From an optimization exercise on the open Yosys and OpenROAD flow, aimed at small area, a short achievable clock period and few clock cycles; shortcuts taken in it are not production practice.
The RTL was checked by simulation tests, not by an equivalence proof against the original design.
Power figures rest on the tool's default switching activity, not on a simulated workload.

==> flow/design.v <==
`timescale 1ns/1ns
`default_nettype none
package chip8_bus_pkg;
  typedef logic [11:0] addr_t;
  typedef logic [7:0] data_t;
  localparam addr_t PROGRAM_START = 12'h200;
  localparam addr_t INSTR_BYTES = 12'd2;
endpackage
`default_nettype wire
`timescale 1ns/1ns
`default_nettype none
package chip8_isa_pkg;
  typedef logic [3:0] reg_idx_t;
  typedef struct packed {
    logic [3:0] op;
    reg_idx_t x;
    reg_idx_t y;
    logic [3:0] n;
  } nib_view_t;
  typedef struct packed {
    logic [3:0] op;
    reg_idx_t x;
    logic [7:0] kk;
  } imm_view_t;
  typedef struct packed {
    logic [3:0] op;
    logic [11:0] nnn;
  } addr_view_t;
  typedef union packed {
    nib_view_t nib;
    imm_view_t imm;
    addr_view_t addr;
  } opcode_t;
  localparam logic [3:0] OP_SYS = 4'h0;
  localparam logic [3:0] OP_JP = 4'h1;
  localparam logic [3:0] OP_CALL = 4'h2;
  localparam logic [3:0] OP_SE_IMM = 4'h3;
  localparam logic [3:0] OP_SNE_IMM = 4'h4;
  localparam logic [3:0] OP_SE_REG = 4'h5;
  localparam logic [3:0] OP_LD_IMM = 4'h6;
  localparam logic [3:0] OP_ADD_IMM = 4'h7;
  localparam logic [3:0] OP_ALU = 4'h8;
  localparam logic [3:0] OP_SNE_REG = 4'h9;
  localparam logic [3:0] OP_LD_I = 4'hA;
  localparam logic [3:0] OP_JP_V0 = 4'hB;
  localparam logic [3:0] OP_MISC = 4'hF;
  localparam logic [7:0] MISC_GET_DT = 8'h07;
  localparam logic [7:0] MISC_SET_DT = 8'h15;
  localparam logic [7:0] MISC_ADD_I = 8'h1E;
  localparam logic [7:0] MISC_BCD = 8'h33;
  localparam logic [7:0] MISC_STORE = 8'h55;
  localparam logic [7:0] MISC_LOAD = 8'h65;
  localparam logic [15:0] OPC_RET = 16'h00EE;
  localparam reg_idx_t FLAG_REG = 4'hF;
endpackage
`default_nettype wire
`timescale 1ns/1ns
`default_nettype none
module chip8_alu (
  input wire [3:0] op,
  input wire chip8_bus_pkg::data_t kk,
  input wire chip8_bus_pkg::data_t a,
  input wire chip8_bus_pkg::data_t b,
  input wire inv_a,
  input wire inv_b,
  input wire use_kk,
  input wire chip8_bus_pkg::data_t timer,
  output chip8_bus_pkg::data_t result,
  output logic wr,
  output logic flag,
  output logic flag_en,
  output logic skip
);
  logic [3:0] n;
  logic is_alu;
  chip8_bus_pkg::data_t p;
  chip8_bus_pkg::data_t q;
  logic [8:0] sum;
  logic eq_ab;
  logic eq_ak;
  assign n = kk[3:0];
  assign is_alu = (op == chip8_isa_pkg::OP_ALU);
  assign p = a ^ {8{inv_a}};
  assign q = (use_kk ? kk : b) ^ {8{inv_b}};
  assign sum = {1'b0, p} + {1'b0, q} + {8'd0, inv_a | inv_b};
  assign eq_ab = (a == b);
  assign eq_ak = (a == kk);
  always_comb begin
    result = a;
    flag = 1'b0;
    flag_en = 1'b0;
    case (n)
      4'h0: result = b;
      4'h1: result = a | b;
      4'h2: result = a & b;
      4'h3: result = a ^ b;
      4'h4: begin
        result = sum[7:0];
        flag = sum[8];
        flag_en = 1'b1;
      end
      4'h5: begin
        result = sum[7:0];
        flag = sum[8];
        flag_en = 1'b1;
      end
      4'h6: begin
        result = a >> 1;
        flag = a[0];
        flag_en = 1'b1;
      end
      4'h7: begin
        result = sum[7:0];
        flag = sum[8] & ~eq_ab;
        flag_en = 1'b1;
      end
      4'hE: begin
        result = a << 1;
        flag = a[7];
        flag_en = 1'b1;
      end
      default: ;
    endcase
    case (op)
      chip8_isa_pkg::OP_LD_IMM: result = kk;
      chip8_isa_pkg::OP_ADD_IMM: result = sum[7:0];
      chip8_isa_pkg::OP_MISC: result = timer;
      default: ;
    endcase
    flag_en = flag_en & is_alu;
  end
  always_comb begin
    wr = 1'b0;
    skip = 1'b0;
    case (op)
      chip8_isa_pkg::OP_SE_IMM: skip = eq_ak;
      chip8_isa_pkg::OP_SNE_IMM: skip = ~eq_ak;
      chip8_isa_pkg::OP_SE_REG: skip = (n == 4'h0) & eq_ab;
      chip8_isa_pkg::OP_SNE_REG: skip = (n == 4'h0) & ~eq_ab;
      chip8_isa_pkg::OP_LD_IMM: wr = 1'b1;
      chip8_isa_pkg::OP_ADD_IMM: wr = 1'b1;
      chip8_isa_pkg::OP_ALU: wr = 1'b1;
      chip8_isa_pkg::OP_MISC: wr = (kk == chip8_isa_pkg::MISC_GET_DT);
      default: ;
    endcase
  end
endmodule
`default_nettype wire
`timescale 1ns/1ns
`default_nettype none
module chip8_regfile (
  input wire clk,
  input wire reset,
  input wire chip8_isa_pkg::reg_idx_t rd_x_idx,
  input wire chip8_isa_pkg::reg_idx_t rd_y_idx,
  input wire wr_en,
  input wire chip8_isa_pkg::reg_idx_t wr_idx,
  input wire chip8_bus_pkg::data_t wr_data,
  input wire flag_wr_en,
  input wire flag_data,
  output chip8_bus_pkg::data_t rd_x_data,
  output chip8_bus_pkg::data_t rd_y_data,
  output chip8_bus_pkg::data_t v0_data
);
  chip8_bus_pkg::data_t regs [16];
  assign rd_x_data = regs[rd_x_idx];
  assign rd_y_data = regs[rd_y_idx];
  assign v0_data = regs[0];
  chip8_bus_pkg::data_t wd;
  logic fd;
  assign wd = wr_data & {8{~reset}};
  assign fd = flag_data & ~reset;
  always_ff @(posedge clk) begin
    for (int r = 0; r < 15; r++) begin
      if (reset || (wr_en && wr_idx == 4'(r))) regs[r] <= wd;
    end
    if (reset || flag_wr_en) regs[15] <= {7'd0, fd};
    else if (wr_en && wr_idx == 4'd15) regs[15] <= wd;
  end
endmodule
`default_nettype wire
`timescale 1ns/1ns
`default_nettype none
module chip8_call_stack #(
  parameter int STACK_DEPTH = 16
) (
  input wire clk,
  input wire reset,
  input wire push,
  input wire pop,
  input wire chip8_bus_pkg::addr_t push_addr,
  output chip8_bus_pkg::addr_t top
);
  localparam int IDX_W = $clog2(STACK_DEPTH);
  localparam logic [IDX_W:0] FULL_COUNT = (IDX_W + 1)'(STACK_DEPTH);
  chip8_bus_pkg::addr_t entries [STACK_DEPTH];
  logic [IDX_W:0] count;
  logic [IDX_W-1:0] top_idx;
  assign top_idx = count[IDX_W-1:0] - IDX_W'(1);
  assign top = entries[top_idx];
  always_ff @(posedge clk or posedge reset) begin
    if (reset) begin
      count <= '0;
    end else if (push) begin
      count <= count + 1'b1;
    end else if (pop) begin
      count <= count - 1'b1;
    end
  end
  always_ff @(posedge clk) begin
    if (push) entries[count[IDX_W-1:0]] <= push_addr;
  end
endmodule
`default_nettype wire
`timescale 1ns/1ns
`default_nettype none
module chip8_delay_timer #(
  parameter int TICK_DIV = 64
) (
  input wire clk,
  input wire reset,
  input wire load,
  input wire chip8_bus_pkg::data_t load_value,
  output chip8_bus_pkg::data_t value
);
  localparam int CNT_W = (TICK_DIV > 1) ? $clog2(TICK_DIV) : 1;
  localparam logic [CNT_W-1:0] LAST = CNT_W'(TICK_DIV - 1);
  logic [CNT_W-1:0] div_cnt;
  logic tick;
  assign tick = (div_cnt == LAST);
  always_ff @(posedge clk or posedge reset) begin
    if (reset) begin
      div_cnt <= '0;
      value <= '0;
    end else begin
      div_cnt <= tick ? '0 : div_cnt + 1'b1;
      if (load) begin
        value <= load_value;
      end else if (tick && value != '0) begin
        value <= value - 8'd1;
      end
    end
  end
endmodule
`default_nettype wire
`timescale 1ns/1ns
`default_nettype none
module chip8_control (
  input wire clk,
  input wire reset,
  input wire mem_req_ready,
  input wire mem_rsp_valid,
  input wire chip8_bus_pkg::data_t mem_rdata,
  input wire chip8_bus_pkg::data_t rd_x_data,
  input wire chip8_bus_pkg::data_t rd_y_data,
  input wire chip8_bus_pkg::data_t v0_data,
  input wire chip8_bus_pkg::addr_t stack_top,
  input wire chip8_bus_pkg::data_t timer_value,
  output logic mem_req_valid,
  output logic mem_req_write,
  output chip8_bus_pkg::addr_t mem_addr,
  output chip8_bus_pkg::data_t mem_wdata,
  output chip8_isa_pkg::reg_idx_t rd_x_idx,
  output chip8_isa_pkg::reg_idx_t rd_y_idx,
  output logic wr_en,
  output chip8_isa_pkg::reg_idx_t wr_idx,
  output chip8_bus_pkg::data_t wr_data,
  output logic flag_wr_en,
  output logic flag_data,
  output logic stack_push,
  output logic stack_pop,
  output chip8_bus_pkg::addr_t push_addr,
  output logic timer_load,
  output chip8_bus_pkg::data_t timer_load_value
);
  localparam logic [1:0] MK_STORE = 2'd0;
  localparam logic [1:0] MK_BCD = 2'd1;
  localparam logic [1:0] MK_LOAD = 2'd2;
  logic rq_v;
  logic rq_w;
  chip8_bus_pkg::addr_t rq_a;    
  chip8_bus_pkg::data_t rq_d;
  logic [1:0] ocnt;      
  logic [1:0] dcnt;      
  logic use_npc;         
  chip8_bus_pkg::addr_t npc;   
  logic half;            
  logic squash;          
  chip8_bus_pkg::data_t hi_q;
  logic hi_jp, hi_call, hi_00, hi_f, hi_b_op;
  chip8_bus_pkg::data_t lo_q;
  logic ir_v;            
  chip8_bus_pkg::data_t opx;
  chip8_bus_pkg::data_t opy;
  chip8_isa_pkg::reg_idx_t xidx;
  chip8_bus_pkg::addr_t i_reg;
  logic m_iss;           
  logic st_q;            
  logic [1:0] m_kind;
  logic [3:0] mcnt;      
  logic [3:0] mlast;
  logic l_act;           
  logic l_pend;          
  logic kept;            
  logic [3:0] lidx;
  logic inv_a, inv_b, use_kk;    
  logic [3:0] op;
  assign op = hi_q[7:4];
  chip8_bus_pkg::data_t e_data;
  logic e_wr, e_flag, e_flag_en, e_skip;
  chip8_alu chip8_alu_inst (
    .op, .kk(lo_q), .a(opx), .b(opy), .inv_a, .inv_b, .use_kk, .timer(timer_value),
    .result(e_data), .wr(e_wr), .flag(e_flag), .flag_en(e_flag_en), .skip(e_skip)
  );
  logic dzero, en_ib, en_hi, en_lo, en_lo_ok, en_ld;
  logic rsp, ib, hi_b, lo_b, lo_ok, ld_rsp;
  logic r_jc, r_ret, r_redir, r_mop;
  logic lo_mop, lo_store, lo_bcd, lo_load;
  logic e_redir, redirect;
  logic acc_rd, slot_free, stalled_rd, room;
  logic [1:0] ocnt_a;
  chip8_bus_pkg::addr_t tgt;
  chip8_bus_pkg::addr_t npc_inc;
  chip8_bus_pkg::addr_t bnnn_tgt;
  chip8_bus_pkg::addr_t a_seq;
  chip8_bus_pkg::addr_t a_base;
  chip8_bus_pkg::addr_t a_free;
  assign rsp = mem_rsp_valid;
  assign dzero = (dcnt == 2'd0);
  assign en_ib = dzero & ~l_act;
  assign en_hi = en_ib & ~half;
  assign en_lo = en_ib & half;
  assign en_lo_ok = en_lo & ~squash;
  assign en_ld = dzero & l_act;
  assign ib = rsp & en_ib;
  assign hi_b = rsp & en_hi;
  assign lo_b = rsp & en_lo;
  assign lo_ok = rsp & en_lo_ok;
  assign ld_rsp = rsp & en_ld;
  assign lo_store = (mem_rdata == chip8_isa_pkg::MISC_STORE);
  assign lo_bcd = (mem_rdata == chip8_isa_pkg::MISC_BCD);
  assign lo_load = (mem_rdata == chip8_isa_pkg::MISC_LOAD);
  assign lo_mop = lo_store | lo_bcd | lo_load;
  assign r_jc = lo_ok & (hi_jp | hi_call);
  assign r_ret = lo_ok & hi_00 & (mem_rdata == 8'hEE);
  assign r_redir = r_jc | r_ret;
  assign r_mop = lo_ok & hi_f & lo_mop;
  assign e_redir = ir_v & (op == chip8_isa_pkg::OP_JP_V0);
  assign redirect = r_redir | e_redir;
  assign acc_rd = rq_v & mem_req_ready & ~rq_w;
  assign slot_free = ~rq_v | mem_req_ready;
  assign stalled_rd = rq_v & ~mem_req_ready & ~rq_w;
  assign ocnt_a = ocnt + {1'b0, acc_rd} - {1'b0, rsp};
  assign room = (ocnt_a != 2'd2);
  assign npc_inc = npc + 12'd1;
  chip8_bus_pkg::addr_t add_sum;
  assign add_sum = (hi_b_op ? {hi_q[3:0], lo_q} : i_reg) + chip8_bus_pkg::addr_t'(opx);
  assign bnnn_tgt = add_sum;
  always_comb begin
    if (r_ret) tgt = stack_top;
    else if (r_jc) tgt = {hi_q[3:0], mem_rdata};
    else tgt = bnnn_tgt;
  end
  assign push_addr = npc_inc;
  assign stack_push = lo_ok & hi_call;
  assign stack_pop = r_ret;
  assign rd_x_idx = st_q ? mcnt : (hi_b_op ? 4'd0 : xidx);
  assign rd_y_idx = mem_rdata[7:4];
  assign timer_load_value = opx;
  assign timer_load = ir_v & (op == chip8_isa_pkg::OP_MISC) & (lo_q == chip8_isa_pkg::MISC_SET_DT);
  assign flag_wr_en = ir_v & e_flag_en;
  assign flag_data = e_flag;
  always_comb begin
    if (ld_rsp) begin
      wr_en = 1'b1;
      wr_idx = lidx;
      wr_data = mem_rdata;
    end else begin
      wr_en = ir_v & e_wr;
      wr_idx = hi_q[3:0];
      wr_data = e_data;
    end
  end
  logic [1:0] h_dig;
  logic [3:0] t_dig;
  logic [3:0] u_dig;
  chip8_bus_pkg::data_t bcd_d;
  assign h_dig = (rd_x_data >= 8'd200) ? 2'd2 : ((rd_x_data >= 8'd100) ? 2'd1 : 2'd0);
  assign t_dig = 4'((opx / 8'd10) % 8'd10);
  assign u_dig = 4'(opx % 8'd10);
  assign bcd_d = mcnt[1] ? 8'(u_dig) : (mcnt[0] ? 8'(t_dig) : 8'(h_dig));
  logic m_first;         
  logic s_go, c_go, f_go;
  logic [1:0] s_kind;
  logic [3:0] s_last;
  assign s_kind = lo_store ? MK_STORE : (lo_bcd ? MK_BCD : MK_LOAD);
  assign s_last = lo_bcd ? 4'd2 : hi_q[3:0];
  assign s_go = slot_free & (~lo_load | room);
  assign c_go = slot_free & m_iss & ((m_kind != MK_LOAD) | room);
  assign f_go = slot_free & ~m_iss & ~r_mop & ~kept & room;
  logic keep;
  logic [3:0] i_page_up;
  logic wr_near;
  assign i_page_up = i_reg[11:8] + 4'd1;
  assign wr_near = (npc_inc[11:8] == i_reg[11:8]) | (npc_inc[11:8] == i_page_up);
  assign keep = (ocnt_a == 2'd1) & ~stalled_rd & ~wr_near;
  assign a_seq = rq_v ? rq_a + 12'd1 : rq_a;
  always_comb begin
    if (m_iss) a_base = m_first ? i_reg : a_seq;
    else if (e_redir) a_base = bnnn_tgt;
    else if (use_npc) a_base = npc;
    else a_base = a_seq;
  end
  always_comb begin
    if (r_ret) a_free = stack_top;
    else if (r_jc) a_free = {hi_q[3:0], mem_rdata};
    else if (r_mop) a_free = i_reg;
    else a_free = a_base;
  end
  assign mem_req_valid = rq_v;
  assign mem_req_write = rq_w;
  assign mem_addr = rq_a;
  assign mem_wdata = rq_d;
  always_ff @(posedge clk) begin
    if (slot_free) begin
      rq_w <= r_mop ? ~lo_load : (m_iss & (m_kind != MK_LOAD));
      rq_a <= a_free;
      rq_d <= m_iss ? ((m_kind == MK_BCD) ? bcd_d : rd_x_data) : (mem_rdata[1] ? 8'(h_dig) : v0_data);
    end
    if (hi_b) begin
      hi_q <= mem_rdata;
      hi_jp <= (mem_rdata[7:4] == chip8_isa_pkg::OP_JP);
      hi_call <= (mem_rdata[7:4] == chip8_isa_pkg::OP_CALL);
      hi_00 <= (mem_rdata == 8'h00);
      hi_f <= (mem_rdata[7:4] == chip8_isa_pkg::OP_MISC);
      hi_b_op <= (mem_rdata[7:4] == chip8_isa_pkg::OP_JP_V0);
      xidx <= mem_rdata[3:0];
    end
    lo_q <= mem_rdata;
    if (!(m_iss && m_kind == MK_BCD)) opx <= rd_x_data;
    opy <= rd_y_data;
    if (r_mop) mlast <= s_last;
    inv_a <= (op == chip8_isa_pkg::OP_ALU) && (mem_rdata[3:0] == 4'h7);
    inv_b <= (op == chip8_isa_pkg::OP_ALU) && (mem_rdata[3:0] == 4'h5);
    use_kk <= (op == chip8_isa_pkg::OP_ADD_IMM);
    if (!l_act) lidx <= '0;
    else if (ld_rsp) lidx <= lidx + 4'd1;
  end
  always_ff @(posedge clk or posedge reset) begin
    if (reset) begin
      rq_v <= 1'b0;
      ocnt <= '0;
      dcnt <= '0;
      kept <= 1'b0;
      l_pend <= 1'b0;
      use_npc <= 1'b1;
      npc <= chip8_bus_pkg::PROGRAM_START;
      half <= 1'b0;
      squash <= 1'b0;
      ir_v <= 1'b0;
      i_reg <= '0;
      m_iss <= 1'b0;
      st_q <= 1'b0;
      m_first <= 1'b0;
      m_kind <= '0;
      mcnt <= '0;
      l_act <= 1'b0;
    end else begin
      ocnt <= ocnt_a;
      if (redirect) npc <= tgt;
      else if (ib) npc <= npc_inc;
      if (redirect || (r_mop && !keep)) dcnt <= ocnt_a + {1'b0, stalled_rd};
      else if (r_mop) dcnt <= 2'd0;
      else if (rsp && !dzero) dcnt <= dcnt - 2'd1;
      if (r_mop) kept <= keep;
      else if (rsp && dzero) kept <= 1'b0;
      if (redirect) half <= 1'b0;
      else if (ib) half <= ~half;
      ir_v <= lo_ok & ~r_redir & ~r_mop;
      if (lo_b) squash <= 1'b0;
      else if (ir_v && e_skip) squash <= 1'b1;
      if (ir_v) begin
        if (op == chip8_isa_pkg::OP_LD_I) i_reg <= {hi_q[3:0], lo_q};
        else if (op == chip8_isa_pkg::OP_MISC && lo_q == chip8_isa_pkg::MISC_ADD_I)
          i_reg <= add_sum;
      end
      if (r_mop) begin
        l_act <= lo_load & ~keep;
        l_pend <= lo_load & keep;
      end else if (rsp && dzero && kept) begin
        l_act <= l_pend;
        l_pend <= 1'b0;
      end else if (ld_rsp && lidx == mlast) begin
        l_act <= 1'b0;
      end
      if (slot_free) rq_v <= r_mop ? s_go : (m_iss ? c_go : (room & ~kept));
      if (r_mop) use_npc <= 1'b1;
      else if (redirect) use_npc <= ~slot_free;
      else if (f_go) use_npc <= 1'b0;
      if (r_mop) begin
        m_kind <= s_kind;
        m_first <= ~slot_free;
        if (s_go) begin
          m_iss <= (s_last != 4'd0);
          st_q <= lo_store & (s_last != 4'd0);
          mcnt <= 4'd1;
        end else begin
          m_iss <= 1'b1;
          st_q <= lo_store;
          mcnt <= 4'd0;
        end
      end else begin
        if (slot_free) m_first <= 1'b0;
        if (c_go) begin
          m_iss <= (mcnt != mlast);
          st_q <= st_q & (mcnt != mlast);
          mcnt <= mcnt + 4'd1;
        end
      end
    end
  end
endmodule
`default_nettype wire
`timescale 1ns/1ns
`default_nettype none
module chip8_cpu #(
  parameter int TICK_DIV = 64,
  parameter int STACK_DEPTH = 16
) (
  input wire clk,
  input wire reset,
  input wire mem_req_ready,
  input wire mem_rsp_valid,
  input wire chip8_bus_pkg::data_t mem_rdata,
  output logic mem_req_valid,
  output logic mem_req_write,
  output chip8_bus_pkg::addr_t mem_addr,
  output chip8_bus_pkg::data_t mem_wdata
);
  chip8_isa_pkg::reg_idx_t rd_x_idx;
  chip8_isa_pkg::reg_idx_t rd_y_idx;
  chip8_isa_pkg::reg_idx_t wr_idx;
  chip8_bus_pkg::data_t rd_x_data;
  chip8_bus_pkg::data_t rd_y_data;
  chip8_bus_pkg::data_t v0_data;
  chip8_bus_pkg::data_t wr_data;
  chip8_bus_pkg::data_t timer_value;
  chip8_bus_pkg::data_t timer_load_value;
  chip8_bus_pkg::addr_t stack_top;
  chip8_bus_pkg::addr_t push_addr;
  logic wr_en;
  logic flag_wr_en;
  logic flag_data;
  logic stack_push;
  logic stack_pop;
  logic timer_load;
  chip8_control chip8_control_inst (
    .clk, .reset,
    .mem_req_ready, .mem_rsp_valid, .mem_rdata,
    .rd_x_data, .rd_y_data, .v0_data,
    .stack_top, .timer_value,
    .mem_req_valid, .mem_req_write, .mem_addr, .mem_wdata,
    .rd_x_idx, .rd_y_idx,
    .wr_en, .wr_idx, .wr_data, .flag_wr_en, .flag_data,
    .stack_push, .stack_pop, .push_addr,
    .timer_load, .timer_load_value
  );
  chip8_regfile chip8_regfile_inst (
    .clk, .reset, .rd_x_idx, .rd_y_idx,
    .wr_en, .wr_idx, .wr_data, .flag_wr_en, .flag_data,
    .rd_x_data, .rd_y_data, .v0_data
  );
  chip8_call_stack #(.STACK_DEPTH(STACK_DEPTH)) chip8_call_stack_inst (
    .clk, .reset, .push(stack_push), .pop(stack_pop), .push_addr, .top(stack_top)
  );
  chip8_delay_timer #(.TICK_DIV(TICK_DIV)) chip8_delay_timer_inst (
    .clk, .reset, .load(timer_load), .load_value(timer_load_value), .value(timer_value)
  );
endmodule
`default_nettype wire
==> flow/flow/run.sh <==
#!/bin/bash
# the standard layout, with its timing repair aiming for a larger setup margin,
# plain buffers on the ports and cell sizing not held to the same footprint
set -euo pipefail
bash standard.sh SETUP_SLACK_MARGIN=6.5 MATCH_CELL_FOOTPRINT=0 "BUFFER_PORTS_ARGS=-buffer_cell sky130_fd_sc_hd__buf_4" finish > standard.log 2>&1
==> flow/standard.sh <==
#!/bin/bash
# synth_recipe.tcl (not shown) runs the flow's synth.tcl, then flattens the netlist and writes it again
# the make line also repeats each setting of config.mk as NAME=value (left out here)
make -C /OpenROAD-flow-scripts/flow DESIGN_CONFIG=/design/flow/config.mk WORK_HOME=/design/flow/orfs CLKGATE_MAP_FILE= SYNTH_SCRIPT=/design/flow/synth_recipe.tcl "${@:-finish}"
==> flow/config.mk <==
export PLATFORM = sky130hd
export DESIGN_NAME = chip8_cpu
export DESIGN_NICKNAME = chip8_cpu
export VERILOG_FILES = /design/flow/design.v
export SDC_FILE = /design/flow/constraint.sdc
export NUM_CORES = 4
export LEC_CHECK = 0
export ABC_AREA = 1
export ABC_CLOCK_PERIOD_IN_PS = 3000
export CAP_MARGIN = 20
export CORE_MARGIN = 2
export CORE_UTILIZATION = 40
export CTS_BUF_LIST = sky130_fd_sc_hd__clkbuf_4
export CTS_CLUSTER_DIAMETER = 40
export SETUP_SLACK_MARGIN = 5
export SLEW_MARGIN = 20
==> flow/constraint.sdc <==
create_clock -name core_clock -period 10.0 [get_ports {clk}]
set_input_delay 2.0000 -clock core_clock [delete_from_list [all_inputs] [get_ports {clk}]]
set_output_delay 2.0000 -clock core_clock [all_outputs]
set_load 0.01 [all_outputs]
==> notes.md, run 1 <==
GR Layer Usage met2 39.8%; power density cells about 260 nW/um^2; Fin. Hold Viols 0; First-pass DRT Iterations 7; clock sinks approximately 450; syn_nets around 2600; Warnings, synthesis 6; Post-Layout Cell Count approximately 3500; initial DRC count roughly 1900; remaining antenna violation count after routing 0; status timing/DRC/antenna clean; Synth area leaders edfxtp_1 (46%), nand2_1 (7.7%), dfrtp_1 (6.5%); Setup CP Type reg2out; Synth cell types 69; total number of vias between 15000 and 20000; total I/O pin count 34; via-per-instance ratio 5.63; minimum clock period between 3 and 4 ns; CP arrival approximately 1.6 ns; fin nets around 2700; starting density of the core 40.6%; Root Driver clkbuf_4; Wirelength per Cell 21.5 um; Worst setup SP type flip-flop; final setup violation count 0; CP peak stage delay 0.46 ns; sequential area share after synthesis ~55%; total power slightly above 0.007 W; max-slew violations 0; largest net degree at the start of global routing a little under 100; slowest CP cell edfxtp_1; WP buf/inv 1; GR Util All Layers between 20% and 30%; DIE HEIGHT 247 um; Fmax achieved between 0.2 and 0.3 GHz; Worst VDD drop 0.000171 V; post-synth top area cell edfxtp_1; post-synthesis cell area approximately 24000 um^2; top cell type's share of synthesized area a little under half; htree depth 3; skew final around 0.048 ns; area of the die approximately 60000 um^2; Max-cap violations 0; DRC 0; Final Core Density 47.8%; worst-path fanout max 3; Mapped Cells roughly 2500; Slew headroom a little under a third; asr flop ratio synth about 14%; met3 global-route usage about 4.2%; Final TNS setup 0 ns; cell total after placement roughly 3200; GPL Wtd Cong roughly 0.94; Largest register FFs between 150 and 200; clock latency on the worst-skew pair 0.96 ns; Critical Path RT about 8 ns; share of cells above drive strength 1 19.1%; row count between 80 and 90; period utilisation layout 35.5%; syn avg cell area around 9.5 um^2; global route total overflow 0; class of the worst hold path reg2reg; CTS Hold Bufs 0; CTS buffer count ~120; Core ar. roughly 58000 um^2; critical-path cell list buf_6; RSZ-0062 raised after global routing true; clock transition at the registers of the reported paths ~0.070 ns; Crit. End Element primary output; Yosys reg bits 452; dpl hpwl roughly 53000 um; Worst-Margin Slew between 1 and 1.5 ns; final wirelength roughly 76000 um; Area Growth Syn to Fin 17.6%; Post-synth EDFFs 359; leakage around 11 nW; CTS Buffer Depth 3; first-pass GRT wire length about 110000 um; vias in the first global route roughly 19000; Port Buffers 33; Die X between 200 and 250 um; Worst path top cell family by delay flip-flops; CTS tree done; ys flop type edfxtp_1; gr busiest metal met2; met1 usage between 30% and 40%; antenna violations before repair 1
[kinds of logic (layout without fill, tap and decap cells)]
logic type                 after synthesis  in the layout  synth area share, %
and+or+nand+nor                        990            991                 17.7
AOI/OAI and AO/OA                      537            537                 14.6
DFF                                    452            452                 55.1
buffers and inverters                  349            609                 5.76
xor gates and xnor gates                81             81                 3.01
adders and majority gates               57             57                 3.16
muxes                                   15             15                0.638
other                                    0              1                    0
[final cells by class]
cell class	count	area, um^2
fill	5476	30200
sequential	452	13000
antenna	1	2.50
tap	765	957
inverter	267	1050
timing repair buffer	127	1160
multi-input combinational	1681	9920
clock inverter	42	293
clock buffer	170	1280
timing repair inverter	3	20.0
[repair_timing]
| item | in CTS | in global routing |
|---|---|---|
| setup buffers | 28 | 46 |
| endpoints found under the setup margin | 179 | 355 |
| gates resized for setup | 91 | 73 |
| pin swaps | 8 | 24 |
| gates cloned | 4 | 1 |
[power breakdown]
part           switching, W  internal, W
registers          0.000200      0.00240
logic               0.00186     0.000949
clock network      0.000824     0.000850
[layout by cell type, fill, tap and decap left out, types with 8 or more instances in the layout]
cell	instances
dfxtp_1	22
a21oi_1	65
a211oi_1	21
dfrtp_1	58
nand3_1	80
clkinv_1	27
nand2_2	20
edfxtp_1	359
nand3_2	8
nand4_1	52
o211ai_1	55
clkbuf_4	171
clkinv_2	8
o21ai_2	15
o32ai_1	36
inv_1	229
o21ai_0	176
xnor2_1	15
o2111ai_1	16
nand2_1	477
o21ai_1	21
buf_6	25
nor3_1	16
o22ai_1	32
ha_1	48
nor2_1	256
nor4_1	9
xor2_1	59
buf_4	92
o21ai_4	8
nor2_4	21
o221ai_1	28
clkinvlp_4	9
nor2_2	30
inv_2	23
mux2i_1	15
[layer usage]
layer	vias to the layer above	part of all wire (%)	wire length (um)
met5	-	0	0
met4	0	3.3	2470
met3	153	6.8	5150
met2	790	47	35200
met1	9633	43	32800
li1	9159	-	-
[stage by stage]
stage	hold WS (ns)	area (um^2)	setup WS, ns
floorplan	0.429	23900	6.26
global route	0.491	27700	6.40
finish	0.459	27700	6.45
global placement	0.447	24900	4.49
CTS	0.465	27000	6.38
detailed placement	0.457	24900	4.41
[synthesized netlist by cell type, types with 35 or more instances]
cell      count
nand4_1      52
o22ai_1      35
dfrtp_1      61
o32ai_1      36
inv_1       246
o21ai_0     209
o211ai_1     55
nand2_1     484
a21oi_1      69
ha_1         53
xor2_1       64
nand3_1      85
nor2_1      301
edfxtp_1    359
clkbuf_1     67
[worst paths after layout]
path | cells past startpoint | slack [ns] | endpoint | from
hold reg to reg | 1 | 0.46 | chip8_delay_timer_inst.div_cnt[0]$_DFF_PP0_ | chip8_delay_timer_inst.div_cnt[0]$_DFF_PP0_
setup / recovery | 1 | 6.45 | mem_addr[9] | chip8_control_inst.rq_a[9]$_DFFE_PN_
setup reg to reg | 8 | 6.56 | chip8_regfile_inst.regs[15][0]$_DFFE_PP_ | chip8_control_inst.opx[3]$_DFFE_PN_
max in group asynchronous | 3 | 7.77 | chip8_call_stack_inst.count[0]$_DFFE_PP0P_ | reset
min in group asynchronous | 2 | 1.02 | chip8_delay_timer_inst.value[2]$_DFFE_PP0P_ | reset
hold / removal | 1 | 0.46 | chip8_delay_timer_inst.div_cnt[0]$_DFF_PP0_ | chip8_delay_timer_inst.div_cnt[0]$_DFF_PP0_
Testbench counts, summed over its fixed seeds: cycles 560,864.
==> run 2, diff against run 1 <==
--- a/flow/config.mk
+++ b/flow/config.mk
@@ -11,6 +11,6 @@
 export CORE_MARGIN = 2
 export CORE_UTILIZATION = 40
-export CTS_BUF_LIST = sky130_fd_sc_hd__clkbuf_4
-export CTS_CLUSTER_DIAMETER = 40
+export CTS_BUF_LIST = sky130_fd_sc_hd__clkbuf_8
+export CTS_CLUSTER_DIAMETER = 60
 export SETUP_SLACK_MARGIN = 5
 export SLEW_MARGIN = 20
==> notes.md, run 2 <==
most common cell after layout, fill and taps aside nand2_1 (unchanged); final wirelength 76200 um (was 75600 um); Fin. Hold Viols 0 (unchanged); clock sinks 452 (unchanged); GR Util All Layers 24.6% (was 24.7%); Crit. End Element flip-flop (was primary output); Largest register FFs 192 (unchanged); Final WS setup 6.50 ns (was 6.45 ns); highest-count cells in the layout ignoring fill and taps nand2_1 (478), edfxtp_1 (359), nor2_1 (252) (was nand2_1 (477), edfxtp_1 (359), nor2_1 (256)); Die X 247 um (unchanged); syn avg cell area 9.49 um^2 (unchanged); Max-cap violations 0 (unchanged); Setup CP Type in2reg (was reg2out); fillers 5433 (was 5476); leakage 10.6 nW (was 10.7 nW); initial DRC count 2031 (was 1854); syn_nets 2550 (unchanged); Warnings, synthesis 6 (unchanged); Worst setup SP type primary input (was flip-flop); Core ar. 57900 um^2 (unchanged); GPL Wtd Cong 0.938 (unchanged); total number of vias 19672 (was 19735); antenna violations before repair 1 (unchanged); Synth area leaders edfxtp_1 (46%), nand2_1 (7.7%), dfrtp_1 (6.5%) (unchanged); fin nets 2677 (was 2720); total I/O pin count 34 (unchanged); htree depth 3 (unchanged); Fmax achieved 0.286 GHz (was 0.282 GHz); Synth top cells by count nand2_1 (484), edfxtp_1 (359), nor2_1 (301) (unchanged); largest net degree at the start of global routing 97 (unchanged); RSZ-0062 raised after global routing true (unchanged); CTS tree done (unchanged); Placed Area 24900 um^2 (unchanged); Critical Path RT 10.30 ns (was 8.00 ns); final setup violation count 0 (unchanged); Post-Place Setup Slack 4.41 ns (unchanged); asr flop ratio synth 13.9% (unchanged); via-per-instance ratio 5.73 (was 5.63); DIE HEIGHT 247 um (unchanged); share of cells above drive strength 1 16.6% (was 19.1%); starting density of the core 40.6% (unchanged); First-pass DRT Iterations 6 (was 7); Root Driver clkbuf_8 (was clkbuf_4); clock transition at the registers of the reported paths 0.06 ns (was 0.07 ns); max-slew violations 0 (unchanged); CTS Buffer Depth 3 (unchanged); post-synth top area cell edfxtp_1 (unchanged); Port Buffers 33 (unchanged); clock latency on the worst-skew pair 0.71 ns (was 0.96 ns); Worst-Margin Slew 1.10 ns (was 1.04 ns); Yosys reg bits 452 (unchanged); Final TNS setup 0 ns (unchanged); Layout Cell Area excl Fill 27600 um^2 (was 27700 um^2); Mapped Cells 2481 (unchanged); Wirelength per Cell 22.2 um (was 21.5 um); CTS buffer count 79 (was 119); Post-synth EDFFs 359 (unchanged); Worst VDD drop 0.000170 V (was 0.000171 V); most numerous cell in the Yosys netlist nand2_1 (unchanged); first-pass GRT wire length 114000 um (about the same); worst-path fanout max 8 (was 3); period utilisation layout 35.0% (was 35.5%); ys flop type edfxtp_1 (unchanged); top cell type's share of synthesized area 45.8% (unchanged); vias in the first global route 19028 (was 19224); sequential area share after synthesis 55.1% (unchanged); Synth cell types 69 (unchanged); post-synthesis cell area 23500 um^2 (unchanged); global route total overflow 0 (unchanged); minimum clock period 3.50 ns (was 3.55 ns); class of the worst hold path reg2reg (unchanged); skew final 0.0494 ns (was 0.0484 ns); remaining antenna violation count after routing 0 (unchanged); power density cells 254 nW/um^2 (was 256 nW/um^2); Slew headroom 26.4% (was 30.7%); area of the die 60800 um^2 (unchanged); CP arrival 3.80 ns (was 1.55 ns); Area Growth Syn to Fin 17.4% (was 17.6%); dpl hpwl 53000 um (unchanged); DRC 0 (unchanged); row count 88 (unchanged); CTS Hold Bufs 0 (unchanged); status timing/DRC/antenna clean (unchanged)
## run 2: final cells by class
class | instances | area (um^2) | area share, %
Clock inverter | 56 | 350 | 1.27
Sequential cell | 452 | 13000 | 47.0
Clock buffer | 85 | 1170 | 4.23
Multi-Input combinational cell | 1681 | 10000 | 36.2
Timing Repair Buffer | 122 | 1070 | 3.86
Antenna cell | 1 | 2.50 | 0.00906
Timing Repair inverter | 5 | 36.3 | 0.131
Tap cell | 765 | 957 | 3.46
Inverter | 267 | 1070 | 3.86
## run 2: kinds of logic after synthesis
group | after synthesis | share of synthesized area [%]
AOI/OAI and AO/OA | 537 | 14.6
adders and majority gates | 57 | 3.16
muxes | 15 | 0.638
and+or+nand+nor | 990 | 17.7
buffers and inverters | 349 | 5.76
xor gates and xnor gates | 81 | 3.01
DFF | 452 | 55.1
## run 2: layer usage
layer  wire length (um)  track usage [%]  up-vias
met1              33100             33.3     9676
li1                   -                -     9021
met4               2290             8.40        0
met3               5120             3.94      155
met5                  0                0        -
met2              35700             40.2      820
## run 2: power breakdown
group / internal (W) / switching, W / total, W
combinational: 0.000894 / 0.00185 / 0.00275
sequential: 0.00240 / 0.000213 / 0.00261
clock: 0.000853 / 0.000813 / 0.00167
total: 0.00415 / 0.00288 / 0.00702
## run 2: worst paths after layout
kind | startpoint | endpoint | slack [ns] | depth (start not counted)
worst max-delay path | mem_rsp_valid | chip8_regfile_inst.regs[2][3]$_DFFE_PP_ | 6.50 | 10
worst min-delay path | chip8_delay_timer_inst.div_cnt[0]$_DFF_PP0_ | chip8_delay_timer_inst.div_cnt[0]$_DFF_PP0_ | 0.46 | 1
worst max register to register | chip8_control_inst.hi_b_op$_DFFE_PP_ | chip8_control_inst.rq_d[0]$_DFFE_PN_ | 6.55 | 19
worst min register to register | chip8_delay_timer_inst.div_cnt[0]$_DFF_PP0_ | chip8_delay_timer_inst.div_cnt[0]$_DFF_PP0_ | 0.46 | 1
max in group asynchronous | reset | chip8_call_stack_inst.count[0]$_DFFE_PP0P_ | 7.56 | 3
min in group asynchronous | reset | chip8_delay_timer_inst.value[4]$_DFFE_PP0P_ | 1.28 | 2
## run 2: worst max-delay path, cell delays in order
cell	delay (ns)
buf_12	0.09
nand2_8	0.06
buf_12	0.14
nor2_4	0.12
buf_4	0.20
buf_4	0.16
a21oi_4	0.07
inv_2	0.15
nand3_1	0.18
o21ai_2	0.58
## run 2: through the flow
stage	utilization [%]	hold slack (ns)	instances	power (W)
floorplan	-	0.429	2481	0.00425
global placement	43.0	0.447	3216	0.00513
detailed placement	43.0	0.457	3216	0.00516
CTS	46.4	0.465	3384	0.00690
global route	47.7	0.490	3434	0.00739
finish	47.7	0.460	3434	0.00702
## run 2: what timing repair did
action	CTS	global route
gates cloned	3	5
pin swaps	11	30
gates resized for setup	68	110
endpoints found under the setup margin	384	266
buffers inserted	24	44
==> run 3, diff against run 2 <==
==> flow/flow/run.sh (replaced) <==
#!/bin/bash
# the standard layout, with its timing repair aiming for a larger setup margin,
# plain buffers on the ports and cell sizing not held to the same footprint
set -euo pipefail
bash standard.sh SETUP_SLACK_MARGIN=6.4 MATCH_CELL_FOOTPRINT=0 "BUFFER_PORTS_ARGS=-buffer_cell sky130_fd_sc_hd__buf_4" finish > standard.log 2>&1
==> notes.md, run 3 <==
status timing/DRC/antenna clean (unchanged); highest-count cells in the layout ignoring fill and taps nand2_1 (479), edfxtp_1 (359), nor2_1 (258) (was nand2_1 (478), edfxtp_1 (359), nor2_1 (252)); GPL Wtd Cong 1.01 (was 0.938); Slew headroom 30.4% (was 26.4%); slowest CP cell dfxtp_2 (was o21ai_2); Final TNS setup 0 ns (unchanged); Max-cap violations 0 (unchanged); leakage 10.6 nW (about the same); Wirelength per Cell 22.4 um (was 22.2 um); Synth top cells by count nand2_1 (484), edfxtp_1 (359), nor2_1 (301) (unchanged); Critical Path RT 10.39 ns (was 10.30 ns); vias in the first global route 18498 (was 19028); minimum clock period 3.62 ns (was 3.50 ns); CP arrival 4.00 ns (was 3.80 ns); Sw Ratio 39.8% (was 41.0%); skew final 0.0515 ns (was 0.0494 ns); sequential power share 37.4% (was 37.2%); Clock Power Share 25.7% (was 23.7%); global route total overflow 0 (unchanged); Synth area leaders edfxtp_1 (46%), nand2_1 (7.7%), dfrtp_1 (6.5%) (unchanged); hold slack 0.459 ns (was 0.460 ns); top cell type's share of synthesized area 45.8% (unchanged); clock transition at the registers of the reported paths 0.06 ns (about the same); Worst setup SP type flip-flop (was primary input); final setup violation count 0 (unchanged); asr flop ratio synth 13.9% (unchanged); Worst VDD drop 0.000188 V (was 0.000170 V); Yosys reg bits 452 (unchanged); Crit. End Element flip-flop (unchanged); Port Buffers 33 (unchanged); starting density of the core 40.6% (unchanged); Gate power share 36.9% (was 39.1%); CP peak stage delay 0.49 ns (was 0.58 ns); xor-xnor portion of the synthesized cell area 3.01% (unchanged); syn_nets 2550 (unchanged); row count 88 (unchanged); Mapped Cells 2481 (unchanged); first-pass GRT wire length 113000 um (was 114000 um); power density cells 256 nW/um^2 (was 254 nW/um^2); total I/O pin count 34 (unchanged); area of the die 60800 um^2 (unchanged); Die X 247 um (unchanged); CTS tree done (unchanged); GR Util All Layers 24.9% (was 24.6%); Post-Synth Adder-Cell Area 3.16% (unchanged); Final Core Density 47.5% (was 47.7%); main combinational cell family by area after synthesis simple AND/OR/NAND/NOR gates (unchanged); Synth cell types 69 (unchanged); htree depth 3 (unchanged); Pint 0.00423 W (was 0.00415 W); critical-path cell list nand2_1, o21ai_1, xor2_1, ha_1, a21oi_2, o21ai_2, xnor2_1, o22ai_1, a221oi_1, nand3_1, a21oi_1, o2111ai_1, nand3_1, clkinvlp_4, buf_4 (was buf_12, nand2_8, buf_12, nor2_4, buf_4, buf_4, a21oi_4, inv_2, nand3_1, o21ai_2); share of cells above drive strength 1 16.1% (was 16.6%); RSZ-0062 raised after global routing true (unchanged); total number of vias 19460 (was 19672); Largest register FFs 192 (unchanged); Synth Area in Compound Gates 14.6% (unchanged); CTS buffer count 81 (was 79); Warnings, synthesis 6 (unchanged); most common cell after layout, fill and taps aside nand2_1 (unchanged); DRC 0 (unchanged); final wirelength 76600 um (was 76200 um); period utilisation layout 36.2% (was 35.0%); initial DRC count 1918 (was 2031); post-synthesis mux area share 0.638% (unchanged); Post-synth EDFFs 359 (unchanged); dpl hpwl 53800 um (was 53000 um); Fin. Hold Viols 0 (unchanged); Fmax achieved 0.276 GHz (was 0.286 GHz); worst-path fanout max 9 (was 8); Root Driver clkbuf_8 (unchanged); remaining antenna violation count after routing 0 (unchanged); post-synth top area cell edfxtp_1 (unchanged); DIE HEIGHT 247 um (unchanged); Post-Synth Simple-Gate Area 17.7% (unchanged); post-synthesis cell area 23500 um^2 (unchanged); max-slew violations 0 (unchanged); fillers 5461 (was 5433); most numerous cell in the Yosys netlist nand2_1 (unchanged); class of the worst hold path reg2reg (unchanged); via-per-instance ratio 5.69 (was 5.73); First-pass DRT Iterations 6 (unchanged); sw power 0.00280 W (was 0.00288 W); diodes inserted 0 (was 1); fin nets 2658 (was 2677); syn avg cell area 9.49 um^2 (unchanged); ys flop type edfxtp_1 (unchanged); crit-path most repeated cell nand3_1; clock sinks 452 (unchanged); Worst-Margin Slew 1.04 ns (was 1.10 ns); clock latency on the worst-skew pair 0.69 ns (was 0.71 ns); Core ar. 57900 um^2 (unchanged); Area Growth Syn to Fin 16.9% (was 17.4%); CTS Buffer Depth 3 (unchanged); Setup CP Type reg2reg (was in2reg); antenna violations before repair 0 (was 1); largest net degree at the start of global routing 97 (unchanged); sequential area share after synthesis 55.1% (unchanged)
==> run 3: routing by layer <==
metal,part of all wire [%],global-route usage (%),up-vias
li1,-,-,8961
met1,45,35.7,9558
met2,45,38.7,820
met3,7.8,4.26,121
met4,2.5,7.16,0
met5,0,0,-
==> run 3: power by group through the flow <==
stage / Combinational, W / Clock (W) / Sequential [W]
after floorplan: 0.00168 / 0 / 0.00256
after global placement: 0.00237 / 0 / 0.00268
after detailed placement: 0.00242 / 0 / 0.00268
after CTS: 0.00248 / 0.00184 / 0.00264
after global routing: 0.00286 / 0.00191 / 0.00265
final: 0.00260 / 0.00181 / 0.00263
==> run 3: final timing paths <==
path                                                             start                                          end  slack, ns  cells past startpoint
min in group asynchronous                                        reset          chip8_control_inst.st_q$_DFFE_PP0P_       2.09                      3
min reg2reg                chip8_delay_timer_inst.div_cnt[0]$_DFF_PP0_  chip8_delay_timer_inst.div_cnt[0]$_DFF_PP0_       0.46                      1
max in group asynchronous                                        reset   chip8_call_stack_inst.count[0]$_DFFE_PP0P_       7.26                      3
min                        chip8_delay_timer_inst.div_cnt[0]$_DFF_PP0_  chip8_delay_timer_inst.div_cnt[0]$_DFF_PP0_       0.46                      1
max                                 chip8_control_inst.lo_q[2]$_DFF_P_      chip8_regfile_inst.regs[3][3]$_DFFE_PP_       6.38                     15
max reg2reg                         chip8_control_inst.lo_q[2]$_DFF_P_      chip8_regfile_inst.regs[3][3]$_DFFE_PP_       6.38                     15
==> run 3: per-stage QoR <==
step	power [W]	std cells	area, um^2	worst slack (ns)
6_report	0.00703	3422	27500	6.38
5_1_grt	0.00742	3422	27500	6.27
4_1_cts	0.00695	3385	26900	6.37
3_5_place_dp	0.00510	3218	24800	4.58
3_3_place_gp	0.00505	3218	24800	4.70
2_1_floorplan	0.00424	2481	23800	6.26
==> run 3: cell type report <==
type	instances	area, um^2	share of cell area [%]
flip-flops and latches	452	13000	47.2
multi-input cells	1680	9850	35.8
clock buffers	86	1180	4.30
inverters	267	1040	3.78
repair buffers	107	983	3.57
well taps	765	957	3.48
clock inverters	65	515	1.87
==> run 3: logic make-up after synthesis <==
logic type,after synthesis
buffers and inverters,349
flip-flops,452
AND/OR/NAND/NOR,990
AO/OA/AOI/OAI,537
multiplexers,15
adder cells (fa/ha/maj),57
XOR/XNOR,81
==> run 3: timing repair <==
action | in CTS | in global routing
gates resized for setup | 62 | 84
setup buffers | 16 | 36
pin swaps | 7 | 31
hold buffers | 0 | 0
setup endpoints to repair | 266 | 412
cloned | 0 | 1
==> run 3: worst max-delay path: cells and delay by family (launching register included) <==
family,cells,cell delay [ns]
AO/OA/AOI/OAI,7,1.17
XOR/XNOR,2,0.55
AND/OR/NAND/NOR,3,0.50
flip-flops,1,0.49
adder cells (fa/ha/maj),1,0.31
buffers and inverters,2,0.31
==> run 4, diff against run 3 <==
==> flow/flow/run.sh (replaced) <==
#!/bin/bash
# the standard layout, with its timing repair aiming for a larger setup margin,
# plain buffers on the ports and cell sizing not held to the same footprint
set -euo pipefail
bash standard.sh SETUP_SLACK_MARGIN=6.7 MATCH_CELL_FOOTPRINT=0 "BUFFER_PORTS_ARGS=-buffer_cell sky130_fd_sc_hd__buf_4" finish > standard.log 2>&1
==> notes.md, run 4 <==
status timing/DRC/antenna clean (unchanged); Critical Path RT 10.59 ns (was 10.39 ns); Yosys reg bits 452 (unchanged); CTS Buffer Depth 3 (unchanged); power density cells 248 nW/um^2 (was 256 nW/um^2); dpl hpwl 54700 um (was 53800 um); class of the worst hold path reg2reg (unchanged); initial DRC count 1836 (was 1918); RSZ-0062 raised after global routing true (unchanged); wl on met1 34100 um (was 34200 um); via-per-instance ratio 5.72 (was 5.69); Critical R2R Launch chip8_control_inst.opx[0]$_DFFE_PN_ (was chip8_control_inst.lo_q[2]$_DFF_P_); Max-cap violations 0 (unchanged); minimum clock period 3.38 ns (was 3.62 ns); Setup CP Type in2reg (was reg2reg); Warnings, synthesis 6 (unchanged); ys flop type edfxtp_1 (unchanged); First-pass DRT Iterations 6 (unchanged); most numerous cell in the Yosys netlist nand2_1 (unchanged); sequential area share after synthesis 55.1% (unchanged); Mapped Cells 2481 (unchanged); fin nets 2778 (was 2658); clock latency on the worst-skew pair 0.71 ns (was 0.69 ns); Largest register FFs 192 (unchanged); Fin. Hold Viols 0 (unchanged); remaining antenna violation count after routing 0 (unchanged); Worst-Margin Slew 1.07 ns (was 1.04 ns); DIE HEIGHT 247 um (unchanged); vias in the first global route 19516 (was 18498); Slew headroom 28.3% (was 30.4%); Crit. End Element flip-flop (unchanged); critical-path cell list buf_12, nand2_8, nor2_4, nand2_2, nor2_4, inv_2, nor2_4, inv_4, ha_4, nand2_2, nor2_2, a211oi_2, o21ai_1, o21ai_1, xor2_1, inv_1 (was nand2_1, o21ai_1, xor2_1, ha_1, a21oi_2, o21ai_2, xnor2_1, o22ai_1, a221oi_1, nand3_1, a21oi_1, o2111ai_1, nand3_1, clkinvlp_4, buf_4); Worst path top cell family by delay simple AND/OR/NAND/NOR gates (was compound AO/OA/AOI/OAI gates); Synth top cells by count nand2_1 (484), edfxtp_1 (359), nor2_1 (301) (unchanged); Area Growth Syn to Fin 24.9% (was 16.9%); max-slew violations 0 (unchanged); met3 wire len 5900 um (was 6000 um); CTS Hold Bufs 0 (unchanged); slowest CP cell a211oi_2 (was dfxtp_2); CTS buffer count 79 (was 81); Post-synth EDFFs 359 (unchanged); total number of vias 20234 (was 19460); GPL Wtd Cong 0.963 (was 1.01); antenna violations before repair 4 (was 0); Layout Cell Area excl Fill 29400 um^2 (was 27500 um^2); leakage 11.4 nW (was 10.6 nW); most common cell after layout, fill and taps aside nand2_1 (unchanged); Worst VDD drop 0.000192 V (was 0.000188 V); Wirelength per Cell 22.8 um (was 22.4 um); highest-count cells in the layout ignoring fill and taps nand2_1 (450), edfxtp_1 (359), nor2_1 (233) (was nand2_1 (479), edfxtp_1 (359), nor2_1 (258)); hold_sp chip8_delay_timer_inst.div_cnt[0]$_DFF_PP0_ (unchanged); post-synthesis cell area 23500 um^2 (unchanged); starting density of the core 40.6% (unchanged); syn avg cell area 9.49 um^2 (unchanged); GR Util All Layers 26.1% (was 24.9%); top cell type's share of synthesized area 45.8% (unchanged); Synth cell types 69 (unchanged); crit-path most repeated cell nor2_4 (was nand3_1); share of cells above drive strength 1 23.5% (was 16.1%); final wirelength 80900 um (was 76600 um); period utilisation layout 33.8% (was 36.2%); Root Driver clkbuf_8 (unchanged); CP Launch Point mem_rsp_valid (was chip8_control_inst.lo_q[2]$_DFF_P_); Placed Area 25100 um^2 (was 24800 um^2); DRC 0 (unchanged); Synth area leaders edfxtp_1 (46%), nand2_1 (7.7%), dfrtp_1 (6.5%) (unchanged); row count 88 (unchanged); Die X 247 um (unchanged); first-pass GRT wire length 119000 um (was 113000 um); WP buf/inv 4 (was 2); clock transition at the registers of the reported paths 0.05 ns (was 0.06 ns); Final TNS setup 0 ns (unchanged); total I/O pin count 34 (unchanged); post-synth top area cell edfxtp_1 (unchanged); DR top layer met5 (was met4); clock sinks 452 (unchanged); Port Buffers 33 (unchanged); skew final 0.0424 ns (was 0.0515 ns); CP arrival 3.97 ns (was 4.00 ns); global route total overflow 0 (unchanged); area of the die 60800 um^2 (unchanged); htree depth 3 (unchanged); CTS tree done (unchanged); met2 routed WL 38300 um (was 34500 um); Fmax achieved 0.296 GHz (was 0.276 GHz); Worst setup SP type primary input (was flip-flop); syn_nets 2550 (unchanged); CP peak stage delay 0.27 ns (was 0.49 ns); final setup violation count 0 (unchanged); asr flop ratio synth 13.9% (unchanged); worst-path fanout max 5 (was 9); largest net degree at the start of global routing 97 (unchanged); Core ar. 57900 um^2 (unchanged)
run 4: cell counts after synthesis:
No cell type changed its count.
run 4: worst paths after layout:
kind | endpoint | slack [ns] | depth (start not counted)
min in group asynchronous | chip8_delay_timer_inst.value[3]$_DFFE_PP0P_ | 1.34 | 2
max in group asynchronous | chip8_call_stack_inst.count[0]$_DFFE_PP0P_ | 7.51 | 3
hold / removal | chip8_delay_timer_inst.div_cnt[0]$_DFF_PP0_ | 0.46 | 1
setup reg to reg | chip8_regfile_inst.regs[9][6]$_DFFE_PP_ | 6.71 | 14
setup / recovery | chip8_call_stack_inst.count[3]$_DFFE_PP0P_ | 6.62 | 16
hold reg to reg | chip8_delay_timer_inst.div_cnt[0]$_DFF_PP0_ | 0.46 | 1
run 4: power breakdown:
group	total (W)	internal, W	switching [W]
registers	0.00258	0.00240	0.000185
clock network	0.00163	0.000820	0.000814
logic	0.00306	0.00107	0.00199
total	0.00728	0.00428	0.00299
run 4: timing repair:
action,4_1_cts,5_1_grt
gates cloned,5,2
pin swaps,36,98
hold endpoints to repair,0,0
setup endpoints to repair,439,345
resized for setup,160,191
setup buffers,87,78
run 4: cell families (layout without fill, tap and decap cells):
logic type	count (synthesis)	in the layout	synth area share (%)
AO/OA/AOI/OAI	537	537	14.6
XOR/XNOR	81	81	3.01
adder cells (fa/ha/maj)	57	57	3.16
buffers and inverters	349	639	5.76
flip-flops	452	452	55.1
multiplexers	15	15	0.638
other	0	3	0
AND/OR/NAND/NOR	990	991	17.7
run 4: final cells by class:
| type | count | area [um^2] |
|---|---|---|
| fill | 5254 | 28500 |
| sequential | 452 | 13000 |
| multi-input combinational | 1681 | 10600 |
| timing repair buffer | 225 | 2210 |
| clock buffer | 81 | 1110 |
| inverter | 267 | 1090 |
| tap | 765 | 957 |
| clock inverter | 63 | 369 |
| timing repair inverter | 3 | 21.3 |
| antenna | 3 | 7.51 |
run 4: stage by stage:
| stage | hold slack [ns] | utilization, % | instances | power [W] | worst slack [ns] |
|---|---|---|---|---|---|
| 4_1_cts | 0.465 | 48.2 | 3457 | 0.00708 | 6.59 |
| 3_3_place_gp | 0.447 | 43.3 | 3221 | 0.00517 | 4.42 |
| 5_1_grt | 0.490 | 50.7 | 3539 | 0.00766 | 6.48 |
| 6_report | 0.457 | 50.8 | 3540 | 0.00728 | 6.62 |
| 2_1_floorplan | 0.429 | - | 2481 | 0.00426 | 6.26 |
| 3_5_place_dp | 0.457 | 43.3 | 3221 | 0.00520 | 4.33 |
run 4: routing by layer:
metal,track usage (%),vias to the layer above
li1,-,9211
met1,34.9,10002
met2,42.3,860
met3,4.97,159
met4,9.00,2
met5,0,-
==> run 5, diff against run 4 <==
==> flow/flow/run.sh (replaced) <==
#!/bin/bash
# the standard layout, with its timing repair aiming for a larger setup margin,
# plain buffers on the ports and cell sizing not held to the same footprint
set -euo pipefail
bash standard.sh SETUP_SLACK_MARGIN=6.55 MATCH_CELL_FOOTPRINT=0 "BUFFER_PORTS_ARGS=-buffer_cell sky130_fd_sc_hd__buf_4" finish > standard.log 2>&1
==> notes.md, run 5 <==
Slew headroom 38.9% (was 28.3%); total I/O pin count 34 (unchanged); Post-synth EDFFs 359 (unchanged); Core ar. 57900 um^2 (unchanged); CP peak stage delay 0.31 ns (was 0.27 ns); CP arrival 4.01 ns (was 3.97 ns); first-pass GRT wire length 117000 um (was 119000 um); DRC 0 (unchanged); Fmax achieved 0.291 GHz (was 0.296 GHz); htree depth 3 (unchanged); Sw Ratio 41.1% (about the same); Wirelength per Cell 22.5 um (was 22.8 um); Gate power share 40.0% (was 42.1%); Clock Power Share 23.5% (was 22.5%); DIE HEIGHT 247 um (unchanged); Mapped Cells 2481 (unchanged); hold slack 0.467 ns (was 0.457 ns); top cell type's share of synthesized area 45.8% (unchanged); Crit. End Element flip-flop (unchanged); sequential area share after synthesis 55.1% (unchanged); asr flop ratio synth 13.9% (unchanged); Warnings, synthesis 6 (unchanged); Worst VDD drop 0.000148 V (was 0.000192 V); area of the die 60800 um^2 (unchanged); Final TNS setup 0 ns (unchanged); final setup violation count 0 (unchanged); via-per-instance ratio 5.71 (was 5.72); CTS Buffer Depth 3 (unchanged); Worst path top cell family by delay simple AND/OR/NAND/NOR gates (unchanged); cell total after placement 3218 (was 3221); Worst setup SP type primary input (unchanged); Root Driver clkbuf_8 (unchanged); CTS tree done (unchanged); most common cell after layout, fill and taps aside nand2_1 (unchanged); max-slew violations 0 (unchanged); Worst-Margin Slew 0.913 ns (was 1.07 ns); CTS buffer count 78 (was 79); period utilisation layout 34.3% (was 33.8%); power density cells 254 nW/um^2 (was 248 nW/um^2); global route total overflow 0 (unchanged); most numerous cell in the Yosys netlist nand2_1 (unchanged); post-synth top area cell edfxtp_1 (unchanged); share of cells above drive strength 1 17.6% (was 23.5%); Die X 247 um (unchanged); GPL Wtd Cong 0.990 (was 0.963); starting density of the core 40.6% (unchanged); clock sinks 452 (unchanged); First-pass DRT Iterations 6 (unchanged); Largest register FFs 192 (unchanged); syn avg cell area 9.49 um^2 (unchanged); Synth cell types 69 (unchanged); sw power 0.00292 W (was 0.00299 W); Placed Area 24900 um^2 (was 25100 um^2); Yosys reg bits 452 (unchanged); clock transition at the registers of the reported paths 0.06 ns (was 0.05 ns); crit-path most repeated cell nor2_4 (unchanged); Layout Cell Area excl Fill 28000 um^2 (was 29400 um^2); CP Launch Point mem_rsp_valid (unchanged); dpl hpwl 53700 um (was 54700 um); total number of vias 19743 (was 20234); row count 88 (unchanged); syn_nets 2550 (unchanged); RSZ-0062 raised after global routing true (unchanged); Reg2Reg Setup Slack 6.59 ns (was 6.71 ns); skew final 0.0399 ns (was 0.0424 ns); minimum clock period 3.43 ns (was 3.38 ns); ys flop type edfxtp_1 (unchanged); remaining antenna violation count after routing 0 (unchanged); GR Util All Layers 25.5% (was 26.1%); Setup CP Type in2reg (unchanged); largest net degree at the start of global routing 97 (unchanged); worst-path fanout max 5 (unchanged); Area Growth Syn to Fin 19.1% (was 24.9%); final wirelength 77900 um (was 80900 um); diodes inserted 0 (was 3); Pint 0.00419 W (was 0.00428 W); leakage 10.8 nW (was 11.4 nW); status timing/DRC/antenna clean (unchanged); clock latency on the worst-skew pair 0.68 ns (was 0.71 ns); critical-path cell list buf_12, nand2_8, nor2_4, nand2_2, nor2_4, inv_2, nor2_4, inv_4, ha_4, nand2_2, nor2_2, a211oi_2, o21ai_1, o21ai_1, xor2_1, inv_1 (unchanged); Synth top cells by count nand2_1 (484), edfxtp_1 (359), nor2_1 (301) (unchanged); slowest CP cell a211oi_2 (unchanged); post-synthesis cell area 23500 um^2 (unchanged); WP buf/inv 4 (unchanged); antenna violations before repair 2 (was 4); Critical Path RT 10.57 ns (was 10.59 ns); Fin. Hold Viols 0 (unchanged); initial DRC count 1913 (was 1836); hold_sp chip8_delay_timer_inst.div_cnt[0]$_DFF_PP0_ (unchanged); class of the worst hold path reg2reg (unchanged); Critical R2R Launch chip8_control_inst.opx[0]$_DFFE_PN_ (unchanged); Port Buffers 33 (unchanged); Max-cap violations 0 (unchanged); vias in the first global route 19048 (was 19516); sequential power share 36.5% (was 35.5%); fin nets 2697 (was 2778); highest-count cells in the layout ignoring fill and taps nand2_1 (473), edfxtp_1 (359), inv_1 (257) (was nand2_1 (450), edfxtp_1 (359), nor2_1 (233)); Synth area leaders edfxtp_1 (46%), nand2_1 (7.7%), dfrtp_1 (6.5%) (unchanged); Post-Layout Cell Count 3459 (was 3540)
==> run 5: cell counts after synthesis <==
Identical to the previous run, type by type.
==> run 5: kinds of logic (layout without fill, tap and decap cells) <==
kind of cell	Yosys count	in the layout	share of synthesized area, %
multiplexers	15	15	0.638
AO/OA/AOI/OAI	537	537	14.6
XOR/XNOR	81	81	3.01
flip-flops	452	452	55.1
AND/OR/NAND/NOR	990	992	17.7
adder cells (fa/ha/maj)	57	57	3.16
buffers and inverters	349	560	5.76
==> run 5: power by group through the flow <==
| stage | Combinational, W | Sequential (W) | Clock, W |
|---|---|---|---|
| 2_1_floorplan | 0.00169 | 0.00256 | 0 |
| 3_5_place_dp | 0.00249 | 0.00267 | 0 |
| 5_1_grt | 0.00309 | 0.00261 | 0.00177 |
| 6_report | 0.00284 | 0.00260 | 0.00167 |
| 4_1_cts | 0.00266 | 0.00262 | 0.00170 |
| 3_3_place_gp | 0.00246 | 0.00267 | 0 |
==> run 5: per-layer routing <==
metal  track usage (%)  wire (um)  vias up
met1              34.6      33100     9655
met4              9.20       2810        4
met5                 0         22        -
met3              3.98       5940      183
met2              41.2      36000      858
li1                  -          -     9043
==> run 5: worst reg2reg max path: stages (launching register included) <==
cell and delay, ns:
edfxtp_1 0.41, buf_4 0.19, xnor2_2 0.14, fa_2 0.38, fa_2 0.38, o21ai_2 0.19
a21oi_2 0.08, o21ai_2 0.21, xnor2_2 0.19, o221ai_2 0.17, a21oi_2 0.17, o2111ai_2 0.20
nand3_2 0.15, clkinvlp_4 0.10, buf_12 0.15
==> run 5: timing repair <==
item,in CTS,in global routing
endpoints found under the hold margin,0,0
pin swaps,18,44
hold buffers,0,0
setup buffers,32,56
gates resized for setup,95,118
gates cloned,6,1
endpoints found under the setup margin,379,206
==> run 5: stage by stage <==
step                worst slack [ns]  util (%)  total power, W
floorplan                       6.26         -         0.00425
global placement                4.48      43.0         0.00513
detailed placement              4.38      43.0         0.00517
CTS                             6.38      46.8         0.00698
global route                    6.40      48.4         0.00748
finish                          6.57      48.4         0.00711
==> run 5: layout make-up <==
class,instances,area [um^2]
clock buffers,82,1130
clock inverters,64,407
fillers,5394,29900
inverters,267,1060
multi-input cells,1682,10100
flip-flops and latches,452,13000
well taps,765,957
repair buffers,144,1340
repair inverters,3,18.8
==> run 5: final timing paths <==
check	endpoint	cells after the start
worst max-delay path	chip8_call_stack_inst.count[3]$_DFFE_PP0P_	16
worst min register to register	chip8_delay_timer_inst.div_cnt[0]$_DFF_PP0_	1
worst min-delay path	chip8_delay_timer_inst.div_cnt[0]$_DFF_PP0_	1
max in group asynchronous	chip8_call_stack_inst.count[0]$_DFFE_PP0P_	3
min in group asynchronous	chip8_delay_timer_inst.value[1]$_DFFE_PP0P_	2
worst max register to register	chip8_regfile_inst.regs[4][6]$_DFFE_PP_	14
==> run 6, diff against run 5 <==
==> flow/flow/run.sh (replaced) <==
#!/bin/bash
# the standard layout, with its timing repair aiming for a larger setup margin,
# plain buffers on the ports and cell sizing not held to the same footprint
set -euo pipefail
bash standard.sh SETUP_SLACK_MARGIN=6.6 MATCH_CELL_FOOTPRINT=0 "BUFFER_PORTS_ARGS=-buffer_cell sky130_fd_sc_hd__buf_4" finish > standard.log 2>&1
--- a/flow/config.mk
+++ b/flow/config.mk
@@ -10,5 +10,5 @@
 export CAP_MARGIN = 20
 export CORE_MARGIN = 2
-export CORE_UTILIZATION = 40
+export CORE_UTILIZATION = 60
 export CTS_BUF_LIST = sky130_fd_sc_hd__clkbuf_8
 export CTS_CLUSTER_DIAMETER = 60
==> notes.md, run 6 <==
status timing/DRC/antenna clean (unchanged); CP arrival 3.92 ns (was 4.01 ns); Reg2Reg Setup Slack 6.49 ns (was 6.59 ns); Crit. End Element flip-flop (unchanged); diodes inserted 0 (unchanged); GR Layer Usage met2 63.4% (was 41.2%); final wirelength 79000 um (was 77900 um); DIE HEIGHT 202 um (was 247 um); Wirelength per Cell 24.5 um (was 22.5 um); highest-count cells in the layout ignoring fill and taps nand2_1 (461), edfxtp_1 (359), nor2_1 (247) (was nand2_1 (473), edfxtp_1 (359), inv_1 (257)); RSZ-0062 raised after global routing true (unchanged); area of the die 40800 um^2 (was 60800 um^2); Worst setup SP type flip-flop (was primary input); most common cell after layout, fill and taps aside nand2_1 (unchanged); largest net degree at the start of global routing 97 (unchanged); Fin. Hold Viols 0 (unchanged); CTS buffer count 73 (was 78); class of the worst hold path reg2reg (unchanged); first-pass GRT wire length 115000 um (was 117000 um); sequential area share after synthesis 55.1% (unchanged); Core ar. 38600 um^2 (was 57900 um^2); Largest register FFs 192 (unchanged); Die X 202 um (was 247 um); Hold Path Sink chip8_delay_timer_inst.div_cnt[0]$_DFF_PP0_ (unchanged); Placed Area 24800 um^2 (was 24900 um^2); Synth top cells by count nand2_1 (484), edfxtp_1 (359), nor2_1 (301) (unchanged); clock latency on the worst-skew pair 0.66 ns (was 0.68 ns); Worst-Margin Slew 1.01 ns (was 0.913 ns); initial DRC count 2481 (was 1913); Port Buffers 33 (unchanged); Mapped Cells 2481 (unchanged); Synth cell types 69 (unchanged); DRC 0 (unchanged); most numerous cell in the Yosys netlist nand2_1 (unchanged); Post-Layout Cell Count 3228 (was 3459); minimum clock period 3.51 ns (was 3.43 ns); Area Growth Syn to Fin 20.2% (was 19.1%); met3 global-route usage 7.40% (was 3.98%); hold_sp chip8_delay_timer_inst.div_cnt[0]$_DFF_PP0_ (unchanged); Yosys reg bits 452 (unchanged); Max-cap violations 0 (unchanged); CTS Buffer Depth 3 (unchanged); period utilisation layout 35.1% (was 34.3%); Final TNS setup 0 ns (unchanged); Critical R2R Launch chip8_control_inst.hi_b_op$_DFFE_PP_ (was chip8_control_inst.opx[0]$_DFFE_PN_); GR Util All Layers 37.7% (was 25.5%); worst-path fanout max 4 (was 5); fin nets 2719 (was 2697); clock transition at the registers of the reported paths 0.07 ns (was 0.06 ns)
-- run 6: cell counts after synthesis --
No cell type changed its count.
-- run 6: cell families (layout without fill, tap and decap cells) --
group / after synthesis / count (layout) / share of synthesized area (%)
and+or+nand+nor: 990 / 991 / 17.7
AOI/OAI and AO/OA: 537 / 537 / 14.6
DFF: 452 / 452 / 55.1
buffers and inverters: 349 / 577 / 5.76
xor gates and xnor gates: 81 / 81 / 3.01
adders and majority gates: 57 / 57 / 3.16
muxes: 15 / 15 / 0.638
-- run 6: per-stage QoR --
| step | utilization, % | worst slack (ns) | hold slack [ns] |
|---|---|---|---|
| 2_1_floorplan | - | 6.26 | 0.429 |
| 3_3_place_gp | 64.1 | 4.68 | 0.442 |
| 3_5_place_dp | 64.1 | 4.61 | 0.455 |
| 4_1_cts | 70.7 | 6.57 | 0.462 |
| 5_1_grt | 73.2 | 6.41 | 0.514 |
| 6_report | 73.2 | 6.49 | 0.457 |
-- run 6: per-layer routing --
layer,vias to the layer above,wire length [um],part of all wire [%]
li1,9087,-,-
met1,9751,27900,35
met2,1164,38400,49
met3,314,6940,8.8
met4,0,5770,7.3
met5,-,0,0
-- run 6: layout make-up --
type | instances | area (um^2)
Sequential cell | 452 | 13000
Multi-Input combinational cell | 1681 | 10500
Fill cell | 2729 | 10400
Timing Repair Buffer | 172 | 1560
Clock buffer | 87 | 1200
Inverter | 267 | 1090
Tap cell | 518 | 648
Clock inverter | 48 | 299
Timing Repair inverter | 3 | 23.8
-- run 6: how the worst max path moves through the flow --
stage                                    startpoint                                          to  slack, ns
6_report       chip8_control_inst.hi_b_op$_DFFE_PP_       chip8_control_inst.rq_a[11]$_DFFE_PN_       6.49
5_1_grt        chip8_control_inst.hi_b_op$_DFFE_PP_       chip8_control_inst.rq_a[11]$_DFFE_PN_       6.41
4_1_cts                               mem_rsp_valid       chip8_control_inst.npc[8]$_DFFE_PP0P_       6.57
3_5_place_dp                           mem_rdata[5]       chip8_control_inst.npc[9]$_DFFE_PP1P_       4.61
3_3_place_gp                           mem_rdata[5]       chip8_control_inst.npc[9]$_DFFE_PP1P_       4.68
2_1_floorplan                         mem_rsp_valid  chip8_call_stack_inst.count[3]$_DFFE_PP0P_       6.26
-- run 6: report_power, final --
| part | total (W) | internal, W | switching, W |
|---|---|---|---|
| clock network | 0.00164 | 0.000856 | 0.000789 |
| registers | 0.00261 | 0.00240 | 0.000211 |
| logic | 0.00287 | 0.000963 | 0.00190 |
-- run 6: worst max-delay path, cell delays in order, from the launching register on --
cell	delay, ns
edfxtp_1	0.49
buf_6	0.18
buf_4	0.14
buf_4	0.15
nand2_1	0.08
o21ai_0	0.14
ha_1	0.40
a21oi_1	0.11
o211ai_1	0.30
nand2_1	0.15
a21oi_2	0.18
nand3_1	0.11
xor2_1	0.24
o21ai_1	0.16
o2111ai_1	0.11
o211ai_1	0.09
o21ai_0	0.11
nand2_1	0.07
nand2_1	0.06
-- run 6: repair_timing --
action / CTS / global route
buffers inserted: 51 / 58
pin swaps: 29 / 77
setup endpoints to repair: 438 / 254
gates cloned: 3 / 4
gates resized for setup: 153 / 126
